What follows belongs to an exercise in optimizing a design on an open flow for small area and a short achievable clock period; a production flow would make more cautious choices.
Where RTL was checked, it was by simulation tests only, not by an equivalence proof against the original.
Power figures rest on the tool's default switching activity, not on a simulated workload.

main:
==> flow/design.v (excerpt) <==
module rs_decoder_top (
  input  logic               iclk,
  input  logic               ireset,
  input  logic               iclkena,
  input  logic               isop,
  input  logic               ival,
  input  rs_gf_pkg::data_t   idat,
  output logic               oerr_val,
  output rs_frame_pkg::pos_t oerr_pos,
  output rs_gf_pkg::data_t   oerr_mag,
  output logic               oframe_done,
  output rs_frame_pkg::cnt_t oerr_cnt,
  output logic               odecfail,
  output rs_frame_pkg::tag_t otag
);
  logic  sym_val;
  logic  sym_first;
  rs_gf_pkg::data_t sym_dat;
  logic  synd_val;
  rs_gf_pkg::data_t [1:16] syndrome;
  logic  loc_val;
  logic  loc_take;
  rs_gf_pkg::data_t [0:8] loc_poly;
  rs_gf_pkg::data_t [0:8-1] omega_poly;
  rs_frame_pkg::cnt_t  loc_len;
  logic  loc_fail;
  rs_symbol_framer framer0 (
    .iclk      (iclk),
    .ireset    (ireset),
    .iclkena   (iclkena),
    .isop      (isop),
    .ival      (ival),
    .idat      (idat),
    .sym_val   (sym_val),
    .sym_first (sym_first),
    .sym_dat   (sym_dat),
    .synd_val  (synd_val)
  );
  for (genvar g = 0; g < 16; g++) begin : g_synd
    rs_syndrome_cell #(
      .root_idx (g)
    ) cell0 (
      .iclk      (iclk),
      .sym_val   (sym_val),
      .sym_first (sym_first),
      .sym_dat   (sym_dat),
      .syndrome  (syndrome[g+1])
    );
  end
  rs_berlekamp_ribm ribm0 (
    .iclk       (iclk),
    .ireset     (ireset),
    .synd_val   (synd_val),
    .syndrome   (syndrome),
    .loc_take   (loc_take),
    .loc_val    (loc_val),
    .loc_poly   (loc_poly),
    .omega_poly (omega_poly),
    .loc_len    (loc_len),
    .loc_fail   (loc_fail)
  );
  rs_chien_forney chien0 (
    .iclk        (iclk),
    .ireset      (ireset),
    .iclkena     (iclkena),
    .loc_val     (loc_val),
    .loc_poly    (loc_poly),
    .omega_poly  (omega_poly),
    .loc_len     (loc_len),
  ...
For scale: about 40 I/O pins, ~37000 um^2 of cells after synthesis.
export LEC_CHECK = 0
export CAP_MARGIN = 20
export CORE_MARGIN = 2
export CORE_UTILIZATION = 55
export CTS_CLUSTER_DIAMETER = 120
export CTS_CLUSTER_SIZE = 26
export SLEW_MARGIN = 20
create_clock -name core_clock -period 22.0 [get_ports {iclk}]
standard.sh (not shown) runs the stock make flow with config.mk's settings and CLKGATE_MAP_FILE= SYNTH_SCRIPT=/design/flow/synth_recipe.tcl, a recipe that flattens the netlist after the stock synthesis.
==> flow/flow/run.sh <==
#!/bin/bash
# Standard layout, with the setup repair aiming well below the clock period:
# the clock and constraints are unchanged, repair_timing just works until
# the worst path is at most TARGET ns long.
set -euo pipefail
TARGET=${TARGET:-5.6}
export SETUP_SLACK_MARGIN=$(python3 -c "print(round($FLOW_PERIOD_NS - $TARGET, 3))")
bash standard.sh > standard_flow.log 2>&1
What the feature branch does differently from main at the input level:
diff --git a/flow/design.v b/flow/design.v
--- a/flow/design.v
+++ b/flow/design.v
@@ -157,73 +157,70 @@
   output logic               loc_val,
   output rs_gf_pkg::data_t [0:8] loc_poly,
   output rs_gf_pkg::data_t [0:8-1] omega_poly,
   output rs_frame_pkg::cnt_t loc_len,
   output logic               loc_fail
 );
   localparam int t   = 8;
   localparam int t2  = 16;
   localparam int np  = t2 + t - 1;    
   rs_gf_pkg::data_t syn [0:t2-1];
   rs_gf_pkg::data_t lam [0:t];
-  rs_gf_pkg::data_t cb  [0:t-1];
-  rs_gf_pkg::data_t cb_d;
+  rs_gf_pkg::data_t cb  [0:t+1];
   rs_gf_pkg::data_t gamma;
   rs_gf_pkg::data_t delta;
   rs_gf_pkg::data_t acc;
   logic [5:0]       kv;
   logic             c1_keep;
   logic             busy;
   logic [4:0]       pass;
   logic [3:0]       step;
   logic [4:0]       idx;
   logic             p_first;
   logic             st0;
   logic             st1;
   logic             last_step;
   logic             p_bm;
   logic             p_fin;
   logic             swap;
   rs_gf_pkg::data_t lam_h;
   rs_gf_pkg::data_t cb_h;
-  rs_gf_pkg::data_t cb_x;
   rs_gf_pkg::data_t lam_new;
   rs_gf_pkg::data_t s_h;
   rs_gf_pkg::data_t acc_new;
   rs_gf_pkg::data_t cb_w;
   logic [4:0]       idx_base;
   assign last_step = (step == 4'(t));
   assign p_bm      = (pass < 5'(t2));
   assign p_fin     = (pass == 5'(np));
   assign swap      = (delta != '0) && !kv[5];
   always_comb begin
     if (p_first) begin
       lam_h = st0 ? rs_gf_pkg::data_t'(1) : '0;
-      cb_h  = st0 ? rs_gf_pkg::data_t'(1) : '0;
+      cb_h  = st1 ? rs_gf_pkg::data_t'(1) : '0;
     end
     else begin
       lam_h = lam[0];
-      cb_h  = (st0 && !c1_keep) ? '0 : cb[0];
+      cb_h  = (st0 || (st1 && !c1_keep)) ? '0 : cb[0];
     end
-    cb_x    = st0 ? '0 : cb_d;
-    lam_new = rs_gf_pkg::gf_mult(gamma, lam_h) ^ rs_gf_pkg::gf_mult(delta, cb_x);
+    lam_new = rs_gf_pkg::gf_mult(gamma, lam_h) ^ rs_gf_pkg::gf_mult(delta, cb_h);
     s_h     = idx[4] ? '0 : syn[idx[3:0]];
     acc_new = (st1 ? '0 : acc) ^ rs_gf_pkg::gf_mult(lam[t], s_h);
     if (!p_bm) begin
       cb_w = acc_new;
     end
     else if (st0 || swap) begin
       cb_w = lam_h;
     end
     else begin
-      cb_w = cb_x;
+      cb_w = cb_h;
     end
     if (pass < 5'(t2 - 1)) begin
       idx_base = pass + 5'd1;
     end
     else begin
       idx_base = pass - 5'(t2 - 1);
     end
   end
   always_ff @(posedge iclk or posedge ireset) begin
     if (ireset) begin
       busy    <= 1'b0;
@@ -257,47 +254,46 @@
         else begin
           step <= step + 1'b1;
         end
         if (p_fin) begin
           busy    <= 1'b0;
           loc_val <= 1'b1;
         end
       end
     end
   end
   always_ff @(posedge iclk) begin
-    acc  <= acc_new;
-    cb_d <= cb_h;
+    acc <= acc_new;
     idx <= st0 ? idx_base : idx - 1'b1;
   end
   always_ff @(posedge iclk) begin
     if (synd_val) begin
       for (int j = 0; j < t2; j++) begin
         syn[j] <= syndrome[j+1];
       end
       gamma   <= rs_gf_pkg::data_t'(1);
       delta   <= syndrome[1];
       kv      <= '0;
     end
     else if (busy) begin
       if (!p_fin) begin
         for (int j = 0; j < t; j++) begin
           lam[j] <= lam[j+1];
         end
         lam[t] <= lam_new;
       end
-      if (p_bm ? !last_step : st0) begin
-        for (int j = 0; j < t-1; j++) begin
+      if (p_bm || st0) begin
+        for (int j = 0; j <= t; j++) begin
           cb[j] <= cb[j+1];
         end
-        cb[t-1] <= cb_w;
+        cb[t+1] <= cb_w;
       end
       if (st1 && p_bm) begin
         c1_keep <= swap;
       end
       if (st0 && !p_first && p_bm) begin
         delta <= acc_new;
       end
       if (last_step && p_bm) begin
         if (swap) begin
           gamma <= delta;
           kv    <= ~kv;
@@ -309,23 +305,23 @@
           gamma <= rs_gf_pkg::data_t'(1);
           delta <= '0;
         end
       end
     end
   end
   always_comb begin
     for (int i = 0; i <= t; i++) begin
       loc_poly[i] = lam[i];
     end
     for (int i = 0; i < t; i++) begin
-      omega_poly[i] = cb[i];
+      omega_poly[i] = cb[i+2];
     end
   end
   assign loc_fail = kv[5];
   assign loc_len  = rs_frame_pkg::cnt_t'((6'(t2) - kv) >> 1);
 endmodule
 module rs_chien_forney (
   input  logic               iclk,
   input  logic               ireset,
   input  logic               iclkena,
   input  logic               loc_val,
   input  rs_gf_pkg::data_t [0:8] loc_poly,
@@ -370,23 +366,23 @@
   logic               v_val;
   logic               v_done;
   rs_gf_pkg::data_t   v_mag;
   logic               p_val;
   logic               p_done;
   rs_gf_pkg::data_t   p_mag;
   logic               omg_take;
   assign e_last   = (e_pos == rs_frame_pkg::pos_t'(255-1));
   assign loc_take = en_d & loc_val & (~e_val | e_last);
   assign omg_take = en_d & s1_val & s1_first;
   for (genvar g = 0; g <= t; g++) begin : g_term
-    localparam rs_gf_pkg::data_t step = rs_gf_pkg::gf_pow_alpha(g + rs_gf_pkg::field_order - 4);
+    localparam rs_gf_pkg::data_t step = rs_gf_pkg::gf_pow_alpha(g);
     assign lam_nxt[g] = rs_gf_pkg::gf_mult(lam_reg[g], step);
     always_ff @(posedge iclk) begin
       if (loc_take) begin
         lam_reg[g] <= loc_poly[g];
       end
       else if (en_d && e_val) begin
         lam_reg[g] <= lam_nxt[g];
       end
     end
     if (g < t) begin : g_omega
       assign omg_nxt[g] = rs_gf_pkg::gf_mult(omg_reg[g], step);
Findings:
- Between main and the feature branch, the difference in hold slack is negligible.
- Delta (the feature branch minus main): upper clock frequency limit has remained practically unchanged; switching fraction of total power has increased; fraction of standard cell area in multi-input logic has increased.
- Looking at main and the feature branch, the logic gate share of total power is a wash.
- Clock buffer count grows by a few percent when moving from main to the feature branch.

========
rs_decoder_top, a different RTL version from the one above (not shown whole).
Size: ~3,200 cells after synthesis, roughly 40 I/O pins.
==> module rs_symbol_framer, before the edit <==
module rs_symbol_framer (
  input  logic               iclk,
  input  logic               ireset,
  input  logic               iclkena,
  input  logic               isop,
  input  logic               ival,
  input  rs_gf_pkg::data_t   idat,
  output logic               sym_val,
  output logic               sym_first,
  output rs_gf_pkg::data_t   sym_dat,
  output logic               synd_val
);
  rs_frame_pkg::pos_t cnt;
  logic in_frame;
  logic last_sym;
  assign in_frame  = isop | (cnt != '0);
  assign sym_val   = iclkena & ival & in_frame;
  assign sym_first = iclkena & ival & isop;
  assign sym_dat   = idat;
  assign last_sym  = sym_val & (cnt == rs_frame_pkg::pos_t'(255-1));
  always_ff @(posedge iclk or posedge ireset) begin
    if (ireset) begin
      cnt       <= '0;
      synd_val  <= 1'b0;
    end
    else begin
      synd_val <= last_sym;
      if (last_sym) begin
        cnt       <= '0;
      end
      else if (sym_val) begin
        cnt <= isop ? rs_frame_pkg::pos_t'(1) : cnt + 1'b1;
      end
    end
  end
endmodule
export LEC_CHECK = 0
export CAP_MARGIN = 20
export CORE_MARGIN = 2
export CORE_UTILIZATION = 60
export CTS_CLUSTER_DIAMETER = 100
export CTS_CLUSTER_SIZE = 22
export SLEW_MARGIN = 20
create_clock -name core_clock -period 22.0 [get_ports {iclk}]
Scripts as last shown in full above: flow/flow/run.sh
Then changed:
--- a/flow/design.v
+++ b/flow/design.v
@@ -84,13 +84,28 @@
   output rs_gf_pkg::data_t   sym_dat,
   output logic               synd_val
 );
+  logic               in_v;
+  logic               in_sop;
+  rs_gf_pkg::data_t   in_dat;
   rs_frame_pkg::pos_t cnt;
   logic in_frame;
   logic last_sym;
-  assign in_frame  = isop | (cnt != '0);
-  assign sym_val   = iclkena & ival & in_frame;
-  assign sym_first = iclkena & ival & isop;
-  assign sym_dat   = idat;
+  always_ff @(posedge iclk or posedge ireset) begin
+    if (ireset) begin
+      in_v <= 1'b0;
+    end
+    else begin
+      in_v <= iclkena & ival;
+    end
+  end
+  always_ff @(posedge iclk) begin
+    in_sop <= isop;
+    in_dat <= idat;
+  end
+  assign in_frame  = in_sop | (cnt != '0);
+  assign sym_val   = in_v & in_frame;
+  assign sym_first = in_v & in_sop;
+  assign sym_dat   = in_dat;
   assign last_sym  = sym_val & (cnt == rs_frame_pkg::pos_t'(255-1));
   always_ff @(posedge iclk or posedge ireset) begin
     if (ireset) begin
@@ -103,7 +118,7 @@
         cnt       <= '0;
       end
       else if (sym_val) begin
-        cnt <= isop ? rs_frame_pkg::pos_t'(1) : cnt + 1'b1;
+        cnt <= in_sop ? rs_frame_pkg::pos_t'(1) : cnt + 1'b1;
       end
     end
   end
What happened: Clock power grows by 4.6%; total power fell by 39%; die area increases by 0.73%; sequential power drops by 15%; register-to-register slack is worse by 170 ps; non-clock buffer count fell by 13; synthesized area is higher by 0.74%; worst setup slack improves by 6.0 ps; final area is about the same; global-route usage fell by 0.47 points; sequential share of layout area is higher by 0.53 points; clock skew is about the same; final cell count goes up by 0.92%.
For the first run of this note, only the layout was checked, not whether the RTL still works.

==> static timing again, ports no longer ideal <==
How much do the figures lean on ideal ports? The routed layouts below were timed once more, with nothing changed but the port constraints.
Step 1, drivers: a clkbuf_16 drives iclk and a buf_2 each remaining input, both assumed.
Step 2 also shifts input and output timing later by t, the mid clock arrival at the registers, as if the neighbouring blocks saw the same clock.
Three values: no drivers, after step 1, after step 2; two values: the first two.
run	shift t [ns]	setup WS [ns]	pins driven straight from the clock port
main	0.714	16.368 / 16.301 / 15.811	1
the feature branch	0.719	16.384 / 16.319 / 15.834	1
the first run of note 2	0.643	16.435 / 16.367 / 15.871	1
the second run of note 2	0.652	16.441 / 16.375 / 16.084	1
After both steps every run listed still meets setup and hold. The setup slack of the first run of note 2, which loses most, moves by -0.068 ns with the drivers and by -0.564 ns with both steps.
